Context: an optimization exercise on an open-source flow, tuned for small area, a short achievable clock period and few clock cycles per item. The choices shown serve that exercise and are no tape-out recipe.
Function was checked by simulation only, so behaviour that the tests miss may differ from the original.

## JK
==> flow/design.v <==
`default_nettype none
package modexp_pkg;
    localparam int CFG_DATA_W = 32;
    localparam int CFG_IDX_W  = 2;
    localparam logic [CFG_IDX_W-1:0] CFG_EXPONENT = 2'd0;
    localparam logic [CFG_IDX_W-1:0] CFG_MODULUS  = 2'd1;
    localparam logic [CFG_DATA_W-1:0] EXPONENT_RESET = 32'd17;
    localparam logic [CFG_DATA_W-1:0] MODULUS_RESET  = 32'd3233;
endpackage
`default_nettype wire
`default_nettype none
module modexp_ctrl
#(
    parameter int VALUE_WIDTH = 32
) (
    input  wire logic       i_clk,
    input  wire logic       i_rst_n,
    input  wire logic       i_start,
    input  wire logic       i_exp_lt2,
    input  wire logic       i_mod_lt2,
    input  wire logic       i_exp_bit,     
    output logic [4:0]      o_j,           
    output logic [4:0]      o_cnt,         
    output logic            o_idle,        
    output logic            o_init,        
    output logic            o_run,         
    output logic            o_mul,         
    output logic            o_last,        
    output logic            o_next_mul,    
    output logic            o_busy,
    output logic            o_done
);
    typedef enum logic [1:0] {
        S_IDLE,
        S_INIT,
        S_SCAN,
        S_RUN
    } t_state;
    t_state     r_state, n_state;
    logic [4:0] r_j, n_j;
    logic [4:0] r_cnt, n_cnt;
    logic       r_mul, n_mul;
    logic       r_busy, n_busy;
    logic       r_done, n_done;
    assign o_last = (r_state == S_RUN) && (r_cnt == 5'd31);
    always_comb begin
        n_state = r_state;
        n_j     = r_j;
        n_cnt   = r_cnt;
        n_mul   = r_mul;
        n_busy  = r_busy;
        n_done  = 1'b0;
        case (r_state)
            S_IDLE: begin
                if (i_start) begin
                    n_state = S_INIT;
                    n_busy  = 1'b1;
                end
            end
            S_INIT: begin
                n_j   = 5'd31;
                n_cnt = 5'd0;
                if (i_exp_lt2 || i_mod_lt2) begin
                    n_state = S_IDLE;
                    n_busy  = 1'b0;
                    n_done  = 1'b1;
                end else begin
                    n_state = S_SCAN;
                end
            end
            S_SCAN: begin
                if (i_exp_bit) begin
                    n_state = S_RUN;
                    n_mul   = 1'b1;
                end else begin
                    n_j = r_j - 5'd1;
                end
            end
            S_RUN: begin
                n_cnt = r_cnt + 5'd1;
                if (r_cnt == 5'd31) begin
                    if (!r_mul && i_exp_bit) begin
                        n_mul = 1'b1;
                    end else if (r_j == 5'd0) begin
                        n_state = S_IDLE;
                        n_busy  = 1'b0;
                        n_done  = 1'b1;
                    end else begin
                        n_j   = r_j - 5'd1;
                        n_mul = 1'b0;
                    end
                end
            end
            default: begin
                n_state = S_IDLE;
                n_busy  = 1'b0;
            end
        endcase
    end
    always_ff @(posedge i_clk) begin
        if (!i_rst_n) begin
            r_state <= S_IDLE;
            r_busy  <= 1'b0;
            r_done  <= 1'b0;
        end else begin
            r_state <= n_state;
            r_busy  <= n_busy;
            r_done  <= n_done;
        end
        r_j   <= n_j;
        r_cnt <= n_cnt;
        r_mul <= n_mul;
    end
    assign o_j        = r_j;
    assign o_cnt      = r_cnt;
    assign o_idle     = (r_state == S_IDLE);
    assign o_init     = (r_state == S_INIT);
    assign o_run      = (r_state == S_RUN);
    assign o_mul      = r_mul;
    assign o_next_mul = (n_state == S_RUN) && n_mul;
    assign o_busy     = r_busy;
    assign o_done     = r_done;
endmodule
`default_nettype wire
`default_nettype none
module modexp_dp
#(
    parameter int VALUE_WIDTH = 32
) (
    input  wire logic [VALUE_WIDTH-1:0] i_p,
    input  wire logic [VALUE_WIDTH-1:0] i_b,
    input  wire logic                   i_a_bit,
    input  wire logic [VALUE_WIDTH-1:0] i_m,
    output logic      [VALUE_WIDTH-1:0] o_p_next
);
    localparam int W = VALUE_WIDTH;
    localparam int X = W + 3;    
    logic [X-1:0] x, y, nm1, nm2;
    logic [X-1:0] s1, c1, s2, c2;
    logic [X-1:0] t0, t1, t2;
    assign x   = {2'b00, i_p, 1'b0};
    assign y   = i_a_bit ? {3'b000, i_b} : '0;
    assign nm1 = ~{3'b000, i_m};
    assign nm2 = ~{2'b00, i_m, 1'b0};
    assign s1 = x ^ y ^ nm1;
    assign c1 = (x & y) | (x & nm1) | (y & nm1);
    assign s2 = x ^ y ^ nm2;
    assign c2 = (x & y) | (x & nm2) | (y & nm2);
    assign t0 = x + y;
    assign t1 = s1 + {c1[X-2:0], 1'b1};
    assign t2 = s2 + {c2[X-2:0], 1'b1};
    always_comb begin
        if (!t2[X-1])      o_p_next = t2[W-1:0];
        else if (!t1[X-1]) o_p_next = t1[W-1:0];
        else               o_p_next = t0[W-1:0];
    end
endmodule
`default_nettype wire
`default_nettype none
module modular_exponentiation_unit
#(
    parameter int VALUE_WIDTH = 32
) (
    input  wire logic                   i_clk,
    input  wire logic                   i_rst_n,
    input  wire logic                   i_start,
    input  wire logic [VALUE_WIDTH-1:0] i_base_value,
    input  wire logic                   i_is_last,
    output logic                        o_busy,
    output logic                        o_done,
    output logic [VALUE_WIDTH-1:0]      o_power_value,
    output logic                        o_last_out,
    input  wire logic                   i_cfg_we,
    input  wire logic [modexp_pkg::CFG_IDX_W-1:0]  i_cfg_index,
    input  wire logic [modexp_pkg::CFG_DATA_W-1:0] i_cfg_data
);
    localparam int W = VALUE_WIDTH;
    logic [W-1:0] r_exponent, r_modulus;
    always_ff @(posedge i_clk) begin
        if (!i_rst_n) begin
            r_exponent <= modexp_pkg::EXPONENT_RESET[W-1:0];
            r_modulus  <= modexp_pkg::MODULUS_RESET[W-1:0];
        end else if (i_cfg_we) begin
            case (i_cfg_index)
                modexp_pkg::CFG_EXPONENT: r_exponent <= i_cfg_data[W-1:0];
                modexp_pkg::CFG_MODULUS:  r_modulus  <= i_cfg_data[W-1:0];
                default: ;
            endcase
        end
    end
    logic       exp_lt2, mod_lt2, exp_bit;
    logic [4:0] j, cnt;
    logic       idle, init, run, mul, last, next_mul;
    assign exp_lt2 = (r_exponent[W-1:1] == '0);
    assign mod_lt2 = (r_modulus[W-1:1] == '0);
    assign exp_bit = r_exponent[j];
    modexp_ctrl #(
        .VALUE_WIDTH(VALUE_WIDTH)
    ) u_ctrl (
        .i_clk      (i_clk),
        .i_rst_n    (i_rst_n),
        .i_start    (i_start),
        .i_exp_lt2  (exp_lt2),
        .i_mod_lt2  (mod_lt2),
        .i_exp_bit  (exp_bit),
        .o_j        (j),
        .o_cnt      (cnt),
        .o_idle     (idle),
        .o_init     (init),
        .o_run      (run),
        .o_mul      (mul),
        .o_last     (last),
        .o_next_mul (next_mul),
        .o_busy     (o_busy),
        .o_done     (o_done)
    );
    logic [W-1:0] r_base, r_acc, r_p;
    logic         r_a_bit, r_tag;
    logic [W-1:0] base_d, p_next;
    logic         acc_bit;
    modexp_dp #(
        .VALUE_WIDTH(VALUE_WIDTH)
    ) u_dp (
        .i_p      (r_p),
        .i_b      (r_acc),
        .i_a_bit  (r_a_bit),
        .i_m      (r_modulus),
        .o_p_next (p_next)
    );
    always_comb begin
        if (idle)            base_d = i_base_value;
        else if (run && mul) base_d = {r_base[W-2:0], r_base[W-1]};
        else                 base_d = r_base;
    end
    assign acc_bit = r_acc[5'd30 - cnt];
    always_ff @(posedge i_clk) begin
        r_base <= base_d;
        if (idle) begin
            r_tag <= i_is_last;
        end
        if (init) begin
            r_acc <= exp_lt2 ? r_base : {{(W-1){1'b0}}, !mod_lt2};
        end else if (last) begin
            r_acc <= p_next;
        end
        if (init || last) begin
            r_p <= '0;
        end else if (run) begin
            r_p <= p_next;
        end
        if (next_mul)  r_a_bit <= base_d[W-1];
        else if (last) r_a_bit <= p_next[W-1];
        else           r_a_bit <= acc_bit;
    end
    assign o_power_value = r_acc;
    assign o_last_out    = r_tag;
endmodule
`default_nettype wire
Settings: LEC_CHECK=0, ABC_AREA=1, CAP_MARGIN=20, CORE_MARGIN=2, CORE_UTILIZATION=40, SLEW_MARGIN=20; clock period 9.0 ns.
run.sh (not shown) runs the stock make flow with config.mk's settings and CLKGATE_MAP_FILE= SYNTH_SCRIPT=/design/flow/synth_recipe.tcl, a recipe that flattens the netlist after the stock synthesis.
Testbench counts of JK, summed over its fixed seeds: cycles 382,168, items 256.
### JK -> MS
- removing ABC_AREA (formerly 1)
Findings:
MS gives less count of nets after finishing than JK did.
MS reports its peak-usage layer in the global routing report as met2 while JK reports met1.
As far as effective utilization at floorplan is concerned, JK and MS perform about the same.
The following lists how AL was set up differently from MS:
- SETUP_SLACK_MARGIN newly set to 5
### Flow results
Per the final summary, AL finished and its layout is clean on timing, DRC and antenna.
There was hardly any difference in number of instances in the placed design between MS and AL.
When AL is set beside MS, its wire length turns out to be 4700 um larger.
AL ends up with higher post-detailed-route wirelength per cell than MS does.
Going from MS to AL, final worst slack now sits higher.


Setup of garnet:
modular_exponentiation_unit, a different RTL version from the one above (not shown whole).
For scale: ~1500 cells after synthesis, about 180 flip-flops, roughly 110 I/O pins.
==> flow/config.mk <==
export PLATFORM = sky130hd
export DESIGN_NAME = modular_exponentiation_unit
export DESIGN_NICKNAME = modular_exponentiation_unit
export VERILOG_FILES = /design/flow/design.v
export SDC_FILE = /design/flow/constraint.sdc
export NUM_CORES = 4
export LEC_CHECK = 0
export CAP_MARGIN = 20
export CORE_MARGIN = 2
export CORE_UTILIZATION = 40
export CTS_CLUSTER_DIAMETER = 150
export CTS_CLUSTER_SIZE = 40
export SETUP_SLACK_MARGIN = 4.5
export SLEW_MARGIN = 20
==> flow/constraint.sdc <==
create_clock -name core_clock -period 9.0 [get_ports {i_clk}]
set_input_delay 1.8000 -clock core_clock [delete_from_list [all_inputs] [get_ports {i_clk}]]
set_output_delay 1.8000 -clock core_clock [all_outputs]
set_load 0.01 [all_outputs]
standard.sh (not shown) runs the stock make flow with config.mk's settings and CLKGATE_MAP_FILE= SYNTH_SCRIPT=/design/flow/synth_recipe.tcl, a recipe that flattens the netlist after the stock synthesis.
==> flow/flow/run.sh <==
#!/bin/bash
# the standard layout, with the port buffers made from the smallest buffer cell
set -euo pipefail
export BUFFER_PORTS_ARGS="-buffer_cell sky130_fd_sc_hd__buf_1"
bash standard.sh > standard.log 2>&1
Every stage of the flow completed for garnet, and the final layout passed the timing, DRC and antenna checks.
Testbench counts of garnet, summed over its fixed seeds: cycles 365,233, items 256.
[inputs] raven vs garnet
Settings: CTS_CLUSTER_DIAMETER: 150 -> unset; CTS_CLUSTER_SIZE: 40 -> unset; SETUP_SLACK_MARGIN: 4.5 -> 5.
[summary]
On minimum clock period after layout, garnet loses to raven. Final routed wirelength across all metal layers (raven / garnet): 1.07. Compared with garnet, in raven area added between synthesis and finish went up by 10 points, number of setup buffers added after CTS went up by 28, max-slew headroom at the worst pin went up by 14 points, wire length on met2 went up by 8.5%, core utilization went up by 4.1 points. Per the final summary, raven finished and its layout is clean on timing, DRC and antenna. raven vs garnet: met1 wire length up by a few percent.
Relative to raven, the following input files were edited for amber:
Settings: a change of SETUP_SLACK_MARGIN from 5 to 4.75; a change of CORE_UTILIZATION from 40 to 30.
Notes after the runs:
- Lower final wirelength goes to raven over amber.
- Largest stage delay on the critical path | amber below raven
- Looking only at top fanout value on the critical path, and setting everything else aside, the lower value of amber and raven goes to amber.
- Going from raven to amber, layout overhead on the synthesized area fell by 2.9 points; fmax moved down; count of non-CTS buffers in the layout fell by 14%.
Edits applied to the flow inputs when going from amber to delta:
Settings: SETUP_SLACK_MARGIN changed from 4.75 to 4.5; CORE_UTILIZATION changed from 30 to 40.
Diff amber -> delta: first-iteration DRC count now smaller; number of register bits inferred by synthesis comparable; cell area after synthesis comparable; count of inverters other than clock inverters in the layout comparable.
delta reports its launch point of the worst path as r_a_bit while amber reports r_first.
Going from amber to delta, total number of placement rows lower; wire length of the first global-routing pass lower.
When delta is measured against amber, its core occupancy in the finished layout turns out 8.8 points higher.
When delta is measured against amber, its setup slack of the critical path after layout turns out 96 ps lower.
In delta the area added between synthesis and finish turned out 7.3 points lower than in amber.
The standard cells in delta occupy less silicon area than those in amber do.
--- input diff delta..maple ---
Settings: changing SETUP_SLACK_MARGIN from 4.5 to 4.75.
[summary]
- The slack of the worst reg-to-reg path in maple sits 180 ps above the value recorded for delta.
- Re number of placement rows: no difference whatsoever between delta and maple.
- Wire length: maple lower than delta
- maple vs delta: maximum frequency up by a few percent
- Against delta, cell count in maple rose slightly.
- Measured against each other, maple and delta differ in per-cell routed wire length, the higher figure coming from delta.
- Of the two candidates, delta has the better worst clock skew on the final layout and maple the worse one.


Starting RTL as in the previous note.
clock: 9.0 ns
lec_check: 0
cap_margin: 20
core_margin: 2
core_utilization: 40
setup_slack_margin: 4.75
slew_margin: 20
tns_end_percent: 20
Scripts as last shown in full above: flow/flow/run.sh
The starting point produced a clean layout.
Testbench counts at the start, summed over its fixed seeds: cycles 365,233, items 256.
Rerun with:
GPL_ROUTABILITY_DRIVEN = 0   (was unset)
TNS_END_PERCENT = unset   (was 20)
Outcome: Worst setup slack got worse by 0.029 ns. Global-route usage rose by 0.47 points. Clock skew fell by 0.0040 ns. Routed wire length increases slightly. Final cell count is about the same. Fmax came out lower slightly. Critical path depth increases by 1. Hold slack barely changes.
Rerun with:
GPL_ROUTABILITY_DRIVEN = unset   (was 0)
PLACE_DENSITY = 0.5   (was unset)
What happened:
- The changed run completed with no timing, DRC or antenna violations
- final area grows by about 1.2%
- synthesized area is unchanged
- non-clock buffer count grows by 11
- fmax shrinks by 0.84%
- worst hold slack hardly moves
- worst setup slack is worse by 0.035 ns
- wire length grows by about 4%
Rerun with:
PLACE_DENSITY = unset   (was 0.5)
SETUP_SLACK_MARGIN = 4.0   (was 4.75)
Result:
- The new run ran to the end with no violations
- first-iteration DRC count decreases by 10%
- register-to-register slack degrades by 0.45 ns
- area after synthesis stays the same
- sequential share of layout area rose by 1.5 points
- worst hold slack is worse by 0.0045 ns
- final area went down by 5.1%
- worst setup slack loses 0.45 ns
- via count goes down by 1.0%
- global-route usage came out lower by 1.2 points


modular_exponentiation_unit, a different RTL version from the one above (not shown whole).
Size: ~1400 cells after synthesis, ~110 I/O pins, about 14000 µm² of cells after synthesis.
clock: 9.0 ns
lec_check: 0
cap_margin: 20
core_margin: 2
core_utilization: 40
cts_buf_list: sky130_fd_sc_hd__clkbuf_8
setup_slack_margin: 5
slew_margin: 20
Scripts as last shown in full above: flow/flow/run.sh
The starting point finished with timing, DRC and antenna clean.
Testbench counts at the start, summed over its fixed seeds: cycles 369,088, items 256.
Edit:
- CTS_BUF_LIST: sky130_fd_sc_hd__clkbuf_8 -> not set
Outcome: The changed run completed without violations. Count of clock-buffer cells in the layout rose by 3. Synthesized cell count is unchanged. Synthesized area is unchanged. Via count goes down by 2.2%. Worst hold slack is worse by 0.0052 ns. Die area stays the same.


Another version of the RTL of modular_exponentiation_unit (not shown whole).
Size in the first run: about 180 flip-flops, roughly 110 I/O pins, about 0.014 sq mm of cells after synthesis.
Settings: LEC_CHECK=0, CAP_MARGIN=20, CORE_MARGIN=2, CORE_UTILIZATION=40, SETUP_SLACK_MARGIN=4, SLEW_MARGIN=20; clock period 9.0 ns.
run.sh (not shown) runs the stock make flow with config.mk's settings and CLKGATE_MAP_FILE= SYNTH_SCRIPT=/design/flow/synth_recipe.tcl, a recipe that flattens the netlist after the stock synthesis.
Stock flow here: none of the scripts above is used.
Testbench counts at the start, summed over its fixed seeds: cycles 377,024, items 256.
Rerun with:
==> flow/flow/run.sh (new file) <==
#!/bin/bash
# the standard layout, with the port buffers made from the smallest buffer cell
set -euo pipefail
export BUFFER_PORTS_ARGS="-buffer_cell sky130_fd_sc_hd__buf_1"
bash standard.sh > standard.log 2>&1
==> flow/standard.sh (new file) <==
#!/bin/bash
# synth_recipe.tcl (not shown) runs the flow's synth.tcl, then flattens the netlist and writes it again
# the make line also repeats each setting of config.mk as NAME=value (left out here)
make -C /OpenROAD-flow-scripts/flow DESIGN_CONFIG=/design/flow/config.mk WORK_HOME=/design/flow/orfs CLKGATE_MAP_FILE= SYNTH_SCRIPT=/design/flow/synth_recipe.tcl "${@:-finish}"
Settings changed: SETUP_SLACK_MARGIN 4 to 5.
removed: flow/run.sh
After rerunning:
- The changed run produced a clean layout
- first-iteration DRC count goes up by 14%
- worst setup slack gets better by 0.64 ns
- utilization climbs by 2.7 points
- clock-buffer cell count is unchanged

==> static timing again, ports no longer ideal <==
How much do the figures lean on ideal ports? The routed layouts below were timed once more, with nothing changed but the port constraints. Step 1, drivers: a clkbuf_16 drives i_clk and a buf_2 each remaining input, both assumed. Step 2 moves the port delays by t, midway between the first and last clock arrival at a register: inputs arrive t later, outputs are due t later. That takes back most of the time a late clock gives input paths. Slacks: no drivers / after step 1 / after step 2; pairs: no drivers / after step 1.
run | shift t [ns] | setup WS [ns] | hold slack, ns | clock arrival spread, ns | worst data-port slew with drivers (ns)
JK | 0.541 | 4.005 / 4.005 / 4.005 | 0.476 / 0.476 / 0.476 | 0.010 / 0.010 | 0.07
MS | 0.512 | 3.851 / 3.851 / 3.851 | 0.477 / 0.477 / 0.477 | 0.015 / 0.015 | 0.09
AL | 0.508 | 4.847 / 4.847 / 4.847 | 0.473 / 0.473 / 0.473 | 0.019 / 0.019 | 0.07
garnet | 0.508 | 4.681 / 4.681 / 4.681 | 0.492 / 0.492 / 0.492 | 0.012 / 0.013 | 0.05
raven | 0.515 | 4.889 / 4.889 / 4.889 | 0.494 / 0.494 / 0.494 | 0.018 / 0.018 | 0.05
amber | 0.511 | 4.777 / 4.777 / 4.777 | 0.493 / 0.493 / 0.493 | 0.013 / 0.012 | 0.05
delta | 0.508 | 4.681 / 4.681 / 4.681 | 0.492 / 0.492 / 0.492 | 0.012 / 0.013 | 0.05
maple | 0.514 | 4.863 / 4.863 / 4.863 | 0.494 / 0.494 / 0.494 | 0.020 / 0.021 | 0.05
the first run of note 3 | 0.514 | 4.852 / 4.852 / 4.852 | 0.493 / 0.493 / 0.493 | 0.018 / 0.018 | 0.05
the second run of note 3 | 0.513 | 4.823 / 4.823 / 4.823 | 0.492 / 0.492 / 0.492 | 0.014 / 0.014 | 0.05
the third run of note 3 | 0.506 | 4.788 / 4.788 / 4.788 | 0.495 / 0.495 / 0.495 | 0.017 / 0.017 | 0.04
the fourth run of note 3 | 0.506 | 4.336 / 4.336 / 4.336 | 0.490 / 0.490 / 0.490 | 0.013 / 0.013 | 0.05
the first run of note 4 | 0.540 | 4.730 / 4.730 / 4.730 | 0.498 / 0.498 / 0.498 | 0.030 / 0.030 | 0.05
the second run of note 4 | 0.492 | 4.734 / 4.734 / 4.734 | 0.493 / 0.493 / 0.493 | 0.022 / 0.022 | 0.05
the first run of note 5 | 0.504 | 4.181 / 4.181 / 4.181 | 0.471 / 0.471 / 0.471 | 0.014 / 0.014 | 0.05
the second run of note 5 | 0.497 | 4.825 / 4.825 / 4.825 | 0.475 / 0.475 / 0.475 | 0.014 / 0.015 | 0.05
After both steps setup and hold are still met in every run listed.
